This design comes from an exercise in tuning for small area and few clock cycles on the open sky130 flow, not from production work.

==> module iq_fir_qpsk_slicer, before the edit <==
module iq_fir_qpsk_slicer (
  input  logic                                 clk,
  input  logic                                 rst,
  input  logic                                 s_tvalid,
  output logic                                 s_tready,
  input  logic [iqfir_pkg::IN_TDATA_W-1:0]     s_tdata,
  output logic                                 m_tvalid,
  input  logic                                 m_tready,
  output logic [iqfir_pkg::OUT_TDATA_W-1:0]    m_tdata,
  output logic                                 m_tuser,
  input  logic                                 cfg_valid,
  output logic                                 cfg_ready,
  input  logic [iqfir_pkg::CFG_IDX_W-1:0]      cfg_index,
  input  logic [iqfir_pkg::WEIGHT_W-1:0]       cfg_data
);
  iqfir_pkg::taps_t taps;
  logic [3:0]       fill;
  logic             en;
  logic             accept;
  logic [15:0]      hi0, hi1, hi2, hi3;
  logic [15:0]      hq0, hq1, hq2, hq3;
  logic [15:0]      in_i, in_q;
  logic [19:0]      bd_one, bd_two, bd_neg;
  logic [25:0]      sum_i_n, sum_q_n;
  logic             s1_valid;
  logic [30:0]      s1_tag;
  logic             s1_fvalid;
  logic [25:0]      s1_sum_i, s1_sum_q;
  logic [30:0]      o_tag;
  logic             o_fvalid;
  logic [25:0]      o_sum_i, o_sum_q;
  logic [15:0]      o_filt_i, o_filt_q;
  logic [5:0]       c6_i, c6_q;
  logic [5:0]       o_c6_i, o_c6_q;
  logic             e_i, e_q, o_e_i, o_e_q;
  logic [15:0]      raw_i, raw_q;
  assign in_i = s_tdata[46:31];
  assign in_q = s_tdata[62:47];
  assign en        = !m_tvalid || m_tready;
  assign s_tready  = en;
  assign accept    = s_tvalid && en;
  assign cfg_ready = 1'b1;
  always_ff @(posedge clk) begin
    if (rst) begin
      taps <= iqfir_pkg::TAP_RESET;
    end else if (cfg_valid && cfg_index < 3'd5) begin
      taps[cfg_index*8 +: 8] <= cfg_data;
    end
  end
  always_comb begin
    for (int k = 0; k < 5; k++) begin
      for (int i = 0; i < 4; i++) begin
        logic b2, b1, b0, m;
        m  = (k == 0) ? 1'b1 : fill[k - 1];
        b2 = taps[8*k + 2*i + 1];
        b1 = taps[8*k + 2*i];
        b0 = (i == 0) ? 1'b0 : taps[8*k + 2*i - 1];
        bd_one[4*k + i] = (b1 ^ b0) & m;
        bd_two[4*k + i] = ((b2 & !b1 & !b0) | (!b2 & b1 & b0)) & m;
        bd_neg[4*k + i] = b2;
      end
    end
  end
  always_ff @(posedge clk) begin
    if (rst) begin
      fill <= '0;
    end else if (accept) begin
      fill <= {fill[2:0], 1'b1};
    end
  end
  always_ff @(posedge clk) begin
    if (accept) begin
      hi0 <= in_i;  hi1 <= hi0;  hi2 <= hi1;  hi3 <= hi2;
      hq0 <= in_q;  hq1 <= hq0;  hq2 <= hq1;  hq3 <= hq2;
    end
  end
  iqfir_lane u_lane_i (
    .x0 (in_i), .x1 (hi0), .x2 (hi1), .x3 (hi2), .x4 (hi3),
    .one (bd_one), .two (bd_two), .neg (bd_neg), .sum (sum_i_n)
  );
  iqfir_lane u_lane_q (
    .x0 (in_q), .x1 (hq0), .x2 (hq1), .x3 (hq2), .x4 (hq3),
    .one (bd_one), .two (bd_two), .neg (bd_neg), .sum (sum_q_n)
  );
  always_ff @(posedge clk) begin
    if (rst) begin
      s1_valid <= 1'b0;
      m_tvalid <= 1'b0;
    end else if (en) begin
      s1_valid <= s_tvalid;
      m_tvalid <= s1_valid;
    end
  end
  always_ff @(posedge clk) begin
    if (en) begin
      s1_tag    <= s_tdata[30:0];
      s1_fvalid <= fill[3];
      s1_sum_i  <= sum_i_n;
      s1_sum_q  <= sum_q_n;
    end
  end
  iqfir_resid u_res_i (.sum (s1_sum_i), .valid (s1_fvalid), .c6 (c6_i), .e (e_i));
  iqfir_resid u_res_q (.sum (s1_sum_q), .valid (s1_fvalid), .c6 (c6_q), .e (e_q));
  always_ff @(posedge clk) begin
    if (en) begin
      o_tag    <= s1_tag;
      o_fvalid <= s1_fvalid;
      o_sum_i  <= s1_sum_i;
      o_sum_q  <= s1_sum_q;
      o_c6_i   <= c6_i;
      o_c6_q   <= c6_q;
      o_e_i    <= e_i;
      o_e_q    <= e_q;
    end
  end
  iqfir_slicer u_div_i (.sum (o_sum_i), .valid (o_fvalid), .c6 (o_c6_i), .e (o_e_i),
                        .quot (o_filt_i));
  iqfir_slicer u_div_q (.sum (o_sum_q), .valid (o_fvalid), .c6 (o_c6_q), .e (o_e_q),
                        .quot (o_filt_q));
  assign raw_i = s1_valid ? hi1 : hi0;
  assign raw_q = s1_valid ? hq1 : hq0;
  assign m_tdata = {3'b000, o_filt_i[15], o_filt_q[15], o_filt_q, o_filt_i,
                    o_sum_q, o_sum_i, raw_q, raw_i, o_tag};
  assign m_tuser = o_fvalid;
endmodule
export LEC_CHECK = 0
export CAP_MARGIN = 20
export CORE_MARGIN = 2
export CORE_UTILIZATION = 40
export SLEW_MARGIN = 20
create_clock -name core_clock -period 7.5 [get_ports {clk}]
standard.sh (not shown) runs the stock make flow with config.mk's settings and CLKGATE_MAP_FILE= SYNTH_SCRIPT=/design/flow/synth_recipe.tcl, a recipe that flattens the netlist after the stock synthesis.
==> flow/flow/run.sh <==
#!/bin/bash
# Layout flow: the standard synthesis, then an inverter cleanup around the full adders
# (flow/polfix.py, checked equivalent with ABC's cec before it is used), then the standard
# layout steps. Each tool writes its full output to its own log file here.
set -euo pipefail
RES=$PWD/orfs/results/$FLOW_PLATFORM/iq_fir_qpsk_slicer/base
LIB=$FLOW_HOME/platforms/$FLOW_PLATFORM/lib/sky130_fd_sc_hd__tt_025C_1v80.lib

bash standard.sh "$RES/1_2_yosys.v" > std_synth.log 2>&1

cp "$RES/1_2_yosys.v" yosys_orig.v
if python3 flow/polfix.py yosys_orig.v yosys_pol.v > polfix.log 2>&1; then
  for n in orig pol; do
    yosys -q -p "read_liberty -ignore_miss_func $LIB; read_verilog yosys_$n.v; hierarchy -top $FLOW_TOP; flatten; proc; opt_clean; techmap; opt -fast; dffunmap; write_blif -gates $n.blif" > yosys_blif_$n.log 2>&1
  done
  yosys-abc -c "cec orig.blif pol.blif" > cec.log 2>&1 || true
  if grep -q "Networks are equivalent" cec.log; then
    cp yosys_pol.v "$RES/1_2_yosys.v"
    echo "using the cleaned netlist" >> polfix.log
  else
    echo "cec did not prove equivalence; keeping the standard netlist" >> polfix.log
  fi
  rm -f orig.blif pol.blif
fi

# smallest buffer on each port (the standard flow picks a larger delay cell); clock tree
# from small clock buffers, without the dummy loads CTS adds for balancing
export BUFFER_PORTS_ARGS="-buffer_cell sky130_fd_sc_hd__buf_1"
export CTS_ARGS="-sink_clustering_enable -repair_clock_nets -dont_use_dummy_load -buf_list {sky130_fd_sc_hd__clkbuf_4 sky130_fd_sc_hd__clkbuf_8}"
bash standard.sh > std_layout.log 2>&1
Other scripts of this flow, unchanged in this note and not shown: flow/flow/polfix.py
The starting point completed without violations.
Rerun with:
--- a/flow/design.v
+++ b/flow/design.v
@@ -2340,7 +2340,7 @@
   input  logic [iqfir_pkg::CFG_IDX_W-1:0]      cfg_index,
   input  logic [iqfir_pkg::WEIGHT_W-1:0]       cfg_data
 );
-  iqfir_pkg::taps_t taps;
+  logic [59:0]      digits;
   logic [3:0]       fill;
   logic             en;
   logic             accept;
@@ -2367,25 +2367,33 @@
   assign s_tready  = en;
   assign accept    = s_tvalid && en;
   assign cfg_ready = 1'b1;
+  function automatic logic [11:0] booth(input logic [7:0] w);
+    logic [3:0] one, two, neg;
+    for (int i = 0; i < 4; i++) begin
+      logic b2, b1, b0;
+      b2 = w[2*i + 1];
+      b1 = w[2*i];
+      b0 = (i == 0) ? 1'b0 : w[2*i - 1];
+      one[i] = b1 ^ b0;
+      two[i] = (b2 & !b1 & !b0) | (!b2 & b1 & b0);
+      neg[i] = b2;
+    end
+    booth = {neg, two, one};
+  endfunction
   always_ff @(posedge clk) begin
     if (rst) begin
-      taps <= iqfir_pkg::TAP_RESET;
+      digits <= {booth(8'd1), booth(8'd2), booth(8'd3), booth(8'd2), booth(8'd1)};
     end else if (cfg_valid && cfg_index < 3'd5) begin
-      taps[cfg_index*8 +: 8] <= cfg_data;
+      digits[cfg_index*12 +: 12] <= booth(cfg_data);
     end
   end
   always_comb begin
     for (int k = 0; k < 5; k++) begin
-      for (int i = 0; i < 4; i++) begin
-        logic b2, b1, b0, m;
-        m  = (k == 0) ? 1'b1 : fill[k - 1];
-        b2 = taps[8*k + 2*i + 1];
-        b1 = taps[8*k + 2*i];
-        b0 = (i == 0) ? 1'b0 : taps[8*k + 2*i - 1];
-        bd_one[4*k + i] = (b1 ^ b0) & m;
-        bd_two[4*k + i] = ((b2 & !b1 & !b0) | (!b2 & b1 & b0)) & m;
-        bd_neg[4*k + i] = b2;
-      end
+      logic m;
+      m = (k == 0) ? 1'b1 : fill[k - 1];
+      bd_one[4*k +: 4] = digits[12*k +: 4] & {4{m}};
+      bd_two[4*k +: 4] = digits[12*k + 4 +: 4] & {4{m}};
+      bd_neg[4*k +: 4] = digits[12*k + 8 +: 4];
     end
   end
   always_ff @(posedge clk) begin
Count of clock-buffer cells in the layout is higher by 2. Critical path depth is lower by 3. Die area is lower by 6.2%.
No run of this note included a check of the RTL's function; only the layout flow was run.

## afterwards: timing with drivers on the ports
How much do the figures lean on ideal ports? The routed layouts below were timed once more, with nothing changed but the port constraints. Step 1 (the two cells are an assumption about what drives the block):
set clk [get_ports {clk}]
set_driving_cell -lib_cell sky130_fd_sc_hd__clkbuf_16 $clk
set_driving_cell -lib_cell sky130_fd_sc_hd__buf_2 [delete_from_list [all_inputs] $clk]
Step 2 also shifts input and output timing later by t, the mid clock arrival at the registers, as if the neighbouring blocks saw the same clock. a / b / c = ideal / step 1 / step 2; a / b = the first two.
run	t (ns)	slack for setup (ns)	slew at the worst register clock pin (ns)	worst slew at a driven data input, ns
the first run	0.782	0.284 / 0.284 / 0.093	0.07 / 0.07	0.12
the second run	0.773	0.264 / 0.264 / 0.048	0.06 / 0.06	0.21
After both steps setup and hold are still met in every run listed. The setup slack of the second run, which loses most, moves by 0.000 ns with the drivers and by -0.216 ns with both steps.
